What follows belongs to an exercise in optimizing a design on an open flow for small area, a short achievable clock period and few clock cycles; a production flow would make more cautious choices.
In this exercise RTL edits were held to simulation tests only and were not proved equivalent to the original.
Power and IR drop assume default switching activity.

the previous run:
## rotor_byte_cipher
module rotor_byte_cipher (
  input  logic        clk,
  input  logic        rst,
  input  logic        cfg_we,
  input  logic [1:0]  cfg_index,
  input  logic [59:0] cfg_data,
  input  logic        byte_valid,
  output logic        byte_ready,
  input  logic        restart,
  input  logic [7:0]  data_in,
  output logic        code_valid,
  input  logic        code_ready,
  output logic [7:0]  data_out
);
export LEC_CHECK = 0
export ABC_CLOCK_PERIOD_IN_PS = 2500
export CAP_MARGIN = 20
export CORE_MARGIN = 2
export CORE_UTILIZATION = 40
export PLACE_DENSITY = 0.6
export SETUP_SLACK_MARGIN = 3.4
export SLEW_MARGIN = 20
create_clock -name core_clock -period 6.0 [get_ports {clk}]
run.sh (not shown) runs the stock make flow with config.mk's settings and CLKGATE_MAP_FILE= SYNTH_SCRIPT=/design/flow/synth_recipe.tcl, a recipe that flattens the netlist after the stock synthesis.
The previous run completed end to end with timing, DRC and antenna clean.
Testbench counts of the previous run, summed over its fixed seeds: cycles 12,417.
Input changes introduced in the current run (baseline for comparison: the previous run):
Settings: a change of SETUP_SLACK_MARGIN from 3.4 to 2.9; a change of ABC_CLOCK_PERIOD_IN_PS from 2500 to 3000.
==> comparison <==
Re proportion of cell area occupied by registers: the current run is 1.2 points up on the previous run.
Compared with the previous run, in the current run worst endpoint data arrival time shows an increase of 170 ps; wire length on met3 shows a reduction of 2.5%; hold path depth shows an increase of 2.


job 2355:
rotor_byte_cipher, a different RTL version from the one above (not shown whole).
Size: ~1800 cells after synthesis.
## rotor_byte_cipher
module rotor_byte_cipher (
  input  logic        clk,
  input  logic        rst,
  input  logic        cfg_we,
  input  logic [1:0]  cfg_index,
  input  logic [59:0] cfg_data,
  input  logic        byte_valid,
  output logic        byte_ready,
  input  logic        restart,
  input  logic [7:0]  data_in,
  output logic        code_valid,
  input  logic        code_ready,
  output logic [7:0]  data_out
);
clock: 6.0 ns
lec_check: 0
cap_margin: 20
core_margin: 2
core_utilization: 40
cts_cluster_diameter: 100
cts_cluster_size: 24
place_density: 0.6
setup_slack_margin: 3.6
slew_margin: 20
standard.sh (not shown) runs the stock make flow with config.mk's settings and CLKGATE_MAP_FILE= SYNTH_SCRIPT=/design/flow/synth_recipe.tcl, a recipe that flattens the netlist after the stock synthesis.
==> flow/flow/run.sh <==
#!/bin/bash
# layout flow: the standard flow, with plain buffers on the ports (instead of
# the delay cells buffer_ports picks by default) and resizing not tied to footprints
bash standard.sh MATCH_CELL_FOOTPRINT=0 "BUFFER_PORTS_ARGS=-buffer_cell sky130_fd_sc_hd__buf_2" finish > standard.log 2>&1
Testbench counts of job 2355, summed over its fixed seeds: cycles 12,417.
Modified inputs, job 1270 compared to job 2355
- changing CAP_MARGIN from 20 to 5
- changing SLEW_MARGIN from 20 to 5
- setting ABC_AREA to 1 for the first time
- Job 1270 went all the way through the flow, and no timing, DRC or antenna check failed.
- When the final numbers for job 2355 and job 1270 were put side by side, the portion of the clock cycle consumed by the worst path in the final layout turned out to be smaller in job 1270.
- Job 1270: multiplexer share of the synthesized area is 10 points lower than what job 2355 reported.
- Job 1270 vs. job 2355: internal power shrank by 4.8%, routing usage on met2 shrank by 4.9 points.
- Delta (job 1270 minus job 2355): final hold slack -6.3 ps; number of buffer and inverter stages on the critical path has decreased; static leakage saw an increase; cell area after layout fell 3.6%; area added between synthesis and finish fell 4.7 points.
diff inputs: job 1270 => job 7093
- CAP_MARGIN: 5 -> 20
- SETUP_SLACK_MARGIN: 3.6 -> 3.5
- SLEW_MARGIN: 5 -> 20
### Flow results
- Job 7093 ended with less logic gate share of total power than job 1270.
- Job 7093 vs job 1270 — clock network power climbed by a few percent
- | placed instance count | job 1270 vs job 7093 | ≈ equal |
- Job 7093 does worse than job 1270 on total design power.
- Taking job 1270 as the reference, in job 7093 final period demand of the worst path went up by 120 ps; instance count on the critical path went up by 2; post-cts sizing count went down by 32%; post-route worst hold slack went up by 7.3 ps.
Modified inputs, job 7191 compared to job 7093
- SETUP_SLACK_MARGIN: 3.5 -> 3.7
Findings:
Job 7191 | stages: all done | timing, DRC, antenna: all pass. | detailed-placement wirelength estimate | higher: job 7191 |. For the sequential cell area share, job 7191 came in 1.1 points lower than job 7093 did. Of job 7093 and job 7191, the run reporting the higher routability-driven placement congestion ratio was job 7191. Any difference in clock slew at the register clock pins of the worst setup and hold paths between job 7191 and job 7093 is small enough to ignore. Job 7191 against job 7093: final standard cell utilization of the core moved up; clock power lost about 8%; worst setup slack saw an increase; area of all placed cells without fillers increased by about 2.3% relative to the old numbers.
[inputs] job 7641 vs job 7191
- PLACE_DENSITY now 0.55, was 0.6
- SETUP_SLACK_MARGIN now 3.6, was 3.7
### Flow results
Compared with job 7191, in job 7641 core utilization decreased by 0.19 points relative to the old numbers; clock skew went down 4.2 ps.
In the final design statistics, job 7641 uses more standard cells in total than job 7191.
Status | job 7191 and job 7641 | clean
In job 7641 the count of cells resized by post-cts repair turned out 39 lower than in job 7191.
Job 7641 vs job 7191, total routed wirelength went up by 3.5%.

==> separate check: timing with driven ports <==
Ports are ideal in the flow. The routed layouts listed here were re-timed in OpenROAD. Step 1, drivers: a clkbuf_16 drives clk and a buf_2 each remaining input, both assumed. Step 2 times the ports against the registers' clock, not the clock port: input delays grow and output delays shrink by t, the midpoint of the rising clock arrivals with the driver on. Three values: ideal, step 1, step 2; two values: the first two.
| run | shift t [ns] | setup slack, ns | worst setup path after step 2 | clock arrival spread, ns | slew at the worst register clock pin (ns) |
|---|---|---|---|---|---|
| the previous run | 0.677 | 2.485 / 2.485 / 2.191 | input to register | 0.040 / 0.040 | 0.07 / 0.07 |
| the current run | 0.661 | 2.350 / 2.350 / 2.040 | input to register | 0.037 / 0.037 | 0.07 / 0.07 |
| job 2355 | 0.645 | 3.306 / 3.306 / 2.939 | input to register | 0.028 / 0.027 | 0.11 / 0.11 |
| job 1270 | 0.635 | 3.608 / 3.578 / 2.944 | input to register | 0.024 / 0.023 | 0.11 / 0.11 |
| job 7093 | 0.637 | 3.486 / 3.486 / 2.994 | input to register | 0.023 / 0.023 | 0.10 / 0.10 |
| job 7191 | 0.627 | 3.654 / 3.654 / 3.090 | input to register | 0.029 / 0.028 | 0.10 / 0.10 |
| job 7641 | 0.623 | 3.595 / 3.595 / 2.981 | input to register | 0.022 / 0.022 | 0.11 / 0.11 |
After both steps setup and hold are still met in every run listed. For job 1270, which loses most, drivers alone change the setup slack by -0.030 ns; drivers and shift together by -0.664 ns.
